Background: an optimization exercise with open tools, aiming at small area. Do not read the settings as production practice. The RTL was checked by simulation tests, not by an equivalence proof against the original design. Power is estimated from default activity; no workload was simulated.

## run 1
// matrix_sram_loader
module matrix_sram_loader
(
  input  logic              clk,
  input  logic              rst,
  input  logic              cfg_valid,
  output logic              cfg_ready,
  input  logic [15:0]       cfg_size_a,
  input  logic [15:0]       cfg_size_b,
  input  logic [15:0]       cfg_size_c,
  input  logic [31:0]       s_data,
  input  logic              s_valid,
  output logic              s_ready,
  output logic [13:0]       avm_address,
  output logic              avm_chipselect,
  output logic              avm_write,
  output logic [31:0]       avm_writedata,
  output logic [3:0]        avm_byteenable,
  input  logic              avm_waitrequest,
  output logic              mult_start,
  input  logic              mult_valid,
  output logic              busy,
  output logic              error
);
Size: ~800 cells after synthesis, ~140 I/O pins, roughly 0.0072 mm^2 of cells after synthesis.
export LEC_CHECK = 0
export CAP_MARGIN = 0
export CORE_MARGIN = 2
export CORE_UTILIZATION = 55
export GPL_TIMING_DRIVEN = 0
export SLEW_MARGIN = 0
export SYNTH_HIERARCHICAL = 1
create_clock -name core_clock -period 11.0 [get_ports {clk}]
standard.sh (not shown) runs the stock make flow with config.mk's settings and CLKGATE_MAP_FILE= SYNTH_SCRIPT=/design/flow/synth_recipe.tcl, a recipe that flattens the netlist after the stock synthesis.
==> flow/flow/run.sh <==
#!/bin/bash
# The standard layout (standard.sh, standard synthesis unchanged) with
# changes that only pick smaller cells: the port buffers are buf_1 cells;
# clock tree synthesis uses clkbuf_8 cells and adds no dummy loads; global
# placement is not timing driven (so it adds no buffers), but still starts by
# removing synthesis's buffers; before the resizer's repairs every cell gets
# the smallest drive strength of its function.
export BUFFER_PORTS_ARGS="-buffer_cell sky130_fd_sc_hd__buf_1"
export CTS_ARGS="-sink_clustering_enable -repair_clock_nets -dont_use_dummy_load -buf_list sky130_fd_sc_hd__clkbuf_8"
export PRE_GLOBAL_PLACE_TCL="$PWD/flow/pre_gp.tcl"
export PRE_RESIZE_TCL="$PWD/flow/pre_resize.tcl"
bash standard.sh > standard.log 2>&1
==> flow/flow/pre_gp.tcl <==
# Before global placement: remove the buffers synthesis inserted, as the
# standard flow does when its placement is timing driven.
remove_buffers
==> flow/flow/pre_resize.tcl <==
# Before the resizer repairs slew, capacitance and fanout: give every cell
# the smallest drive strength of its own function (same base cell name), so
# that only the repairs that timing and electrical rules need remain.
set dont_use $::env(DONT_USE_CELLS)
set masters [dict create]
foreach lib [[ord::get_db] getLibs] {
  foreach master [$lib getMasters] {
    set name [$master getName]
    if {[lsearch -exact $dont_use $name] >= 0} { continue }
    if {[regexp {^(sky130_fd_sc_hd__[a-z0-9]+)_([0-9]+)$} $name -> base drive]} {
      if {![dict exists $masters $base] ||
          [$master getWidth] < [[dict get $masters $base] getWidth]} {
        dict set masters $base $master
      }
    }
  }
}
set swapped 0
foreach inst [[ord::get_db_block] getInsts] {
  set master [$inst getMaster]
  if {[$master getType] ne "CORE"} { continue }
  if {![regexp {^(sky130_fd_sc_hd__[a-z0-9]+)_([0-9]+)$} [$master getName] -> base drive]} { continue }
  if {![dict exists $masters $base]} { continue }
  set small [dict get $masters $base]
  if {[$small getWidth] < [$master getWidth]} {
    $inst swapMaster $small
    incr swapped
  }
}
puts "pre_resize: gave $swapped cells a smaller drive strength"
No stage failed in run 1, and the final checks on the layout all came back clean.
Relative to run 1, the following input files were edited for run 2:
Settings: a change of CORE_UTILIZATION from 55 to 70.
-- flow/flow/run.sh --
<<< run 1, line 9
export CTS_ARGS="-sink_clustering_enable -repair_clock_nets -dont_use_dummy_load -buf_list sky130_fd_sc_hd__clkbuf_8"
>>> run 2, line 9
export CTS_ARGS="-sink_clustering_enable -repair_clock_nets -dont_use_dummy_load -buf_list sky130_fd_sc_hd__clkbuf_8 -sink_clustering_size 40 -sink_clustering_max_diameter 500"
[summary]
Run 1 -> run 2: standby leakage power flat. In the reports for run 1 and run 2, the larger maximum frequency belongs to run 1. On share of cell area taken by multi-input logic gates: between run 1 and run 2, it ends up higher for run 2. Looking at final routed wirelength across all metal layers, run 2 sits 490 um below run 1. Maximum number of pins on one net before global-route repair ends up lower on run 1. Run 2 vs run 1: final core utilization up. Against run 1 as the reference, run 2 delivers a higher initial core utilization. Diff run 1 -> run 2 | number of placement rows | decrease of 4.
#### Input delta (run 3 over run 2)
Settings: swapping 0 for 20 in CAP_MARGIN; swapping 70 for 55 in CORE_UTILIZATION; swapping 0 for 20 in SLEW_MARGIN.
-- flow/flow/run.sh --
<<< run 2, line 9
export CTS_ARGS="-sink_clustering_enable -repair_clock_nets -dont_use_dummy_load -buf_list sky130_fd_sc_hd__clkbuf_8 -sink_clustering_size 40 -sink_clustering_max_diameter 500"
>>> run 3, line 9
export CTS_ARGS="-sink_clustering_enable -repair_clock_nets -dont_use_dummy_load -buf_list sky130_fd_sc_hd__clkbuf_8"
==> run summary <==
The number of global-route vias before repair in run 3 was lower than what run 2 gave. Sequential share of layout area for run 3: 0.23 points down relative to run 2. Comparing run 2 against run 3, there is no change at all in maximum count of clock buffers along a single path. Register bit count reported by yosys came out exactly the same in run 3 and run 2. Comparing die area for run 3 and run 2, the smaller number came from run 2. Delta (run 3 minus run 2): post-detailed-routing wire length moved up, total power of the final layout decreased by about 0.9% relative to the old numbers, normalized max-slew margin went up by 7.3 points. Summary: half-perimeter wire length after detailed placement, run 3 worse than run 2. Global-route usage was higher in run 2 than in run 3. Re shortest clock period the worst path allows after layout: run 3 and run 2 aren't equal, and the lower value belongs to run 3.

Starting RTL as in the previous note.
export LEC_CHECK = 0
export CAP_MARGIN = 20
export CORE_MARGIN = 2
export CORE_UTILIZATION = 55
export GPL_TIMING_DRIVEN = 0
export SLEW_MARGIN = 20
export SYNTH_HIERARCHICAL = 1
create_clock -name core_clock -period 11.0 [get_ports {clk}]
==> flow/flow/run.sh <==
#!/bin/bash
# The standard layout (standard.sh, standard synthesis unchanged) with
# changes that only pick smaller cells: the port buffers are buf_1 cells;
# clock tree synthesis uses clkbuf_8 cells and adds no dummy loads; global
# placement is not timing driven (so it adds no buffers), but still starts by
# removing synthesis's buffers; before the resizer's repairs every cell gets
# the smallest drive strength of its function.
export BUFFER_PORTS_ARGS="-buffer_cell sky130_fd_sc_hd__buf_1"
export CTS_ARGS="-sink_clustering_enable -repair_clock_nets -dont_use_dummy_load -buf_list sky130_fd_sc_hd__clkbuf_8 -sink_clustering_size 30 -sink_clustering_max_diameter 150"
export PRE_GLOBAL_PLACE_TCL="$PWD/flow/pre_gp.tcl"
export PRE_RESIZE_TCL="$PWD/flow/pre_resize.tcl"
bash standard.sh > standard.log 2>&1
Scripts as last shown in full above: flow/flow/pre_gp.tcl, flow/flow/pre_resize.tcl
Edit:
==> flow/flow/run.sh (replaced) <==
#!/bin/bash
# The standard layout (standard.sh, standard synthesis unchanged) with
# changes that only pick smaller cells: the port buffers are buf_1 cells;
# clock tree synthesis uses clkbuf_8 cells and adds no dummy loads; global
# placement is not timing driven (so it adds no buffers), but still starts by
# removing synthesis's buffers.
export BUFFER_PORTS_ARGS="-buffer_cell sky130_fd_sc_hd__buf_1"
export CTS_ARGS="-sink_clustering_enable -repair_clock_nets -dont_use_dummy_load -buf_list sky130_fd_sc_hd__clkbuf_8"
export PRE_GLOBAL_PLACE_TCL="$PWD/flow/pre_gp.tcl"
bash standard.sh > standard.log 2>&1
removed: flow/flow/pre_resize.tcl
=>
- total power rose by 0.61%
- utilization goes up by 0.41 points
- global-route usage increases by 0.31 points
- routed wire length rose by 1.2%
- register-to-register slack gets better by 0.13 ns
Edit:
==> flow/flow/run.sh (replaced) <==
#!/bin/bash
# The standard layout (standard.sh, standard synthesis unchanged) with
# two changes that only pick smaller cells: the port buffers are buf_1 cells,
# and clock tree synthesis uses clkbuf_8 cells and adds no dummy loads.
export BUFFER_PORTS_ARGS="-buffer_cell sky130_fd_sc_hd__buf_1"
export CTS_ARGS="-sink_clustering_enable -repair_clock_nets -dont_use_dummy_load -buf_list sky130_fd_sc_hd__clkbuf_8"
bash standard.sh > standard.log 2>&1
--- a/flow/config.mk
+++ b/flow/config.mk
@@ -9,5 +9,3 @@
 export CORE_MARGIN = 2
 export CORE_UTILIZATION = 55
-export GPL_TIMING_DRIVEN = 0
 export SLEW_MARGIN = 20
-export SYNTH_HIERARCHICAL = 1
removed: flow/flow/pre_gp.tcl
The changed run completed without violations.
Wire length climbs by about a fifth.
Area after synthesis rose slightly.
Register-to-register slack improves by 0.71 ns.
Clock skew climbs by 0.0073 ns.
Cell count rose by roughly a tenth.
Power grows by well over a third.
Edit:
--- a/flow/config.mk
+++ b/flow/config.mk
@@ -10,2 +10,3 @@
 export CORE_UTILIZATION = 55
 export SLEW_MARGIN = 20
+export SYNTH_HIERARCHICAL = 1
What happened:
- The new run finished with timing, DRC and antenna clean
- die area is lower slightly
- synthesized cell count is lower by a little under a tenth
- area after synthesis is lower slightly
- flip-flop and latch count is unchanged
- clock power barely changes
- worst setup slack degrades by 1.0 ns

-- afterwards: timing with drivers on the ports --
The flow's constraints put no driver on any port. The routed layouts listed below were extracted and timed again, unchanged, in two steps.
Step 1, drivers: a clkbuf_16 drives clk and a buf_2 each remaining input, both assumed.
Step 2 also shifts input and output timing later by t, the mid clock arrival at the registers, as if the neighbouring blocks saw the same clock.
Three values: ideal ports, drivers, drivers and shift; two values: the first two.
run	t, ns	slack for setup (ns)	worst setup path at the end	clock arrival spread, ns
run 1	0.392	0.924 / 0.918 / 0.526	input to register	0.030 / 0.029
run 2	0.381	0.825 / 0.817 / 0.436	input to register	0.035 / 0.036
run 3	0.388	0.988 / 0.993 / 0.605	input to register	0.035 / 0.035
the first run of note 2	0.388	0.988 / 0.993 / 0.605	input to register	0.035 / 0.035
the second run of note 2	0.393	1.235 / 1.227 / 0.834	input to register	0.028 / 0.028
the third run of note 2	0.402	2.353 / 2.353 / 2.022	input to register	0.036 / 0.037
the fourth run of note 2	0.386	1.307 / 1.316 / 0.930	input to register	0.031 / 0.032
After both steps every run listed still meets setup and hold. For the second run of note 2, which loses most, drivers alone change the setup slack by -0.008 ns; drivers and shift together by -0.401 ns.
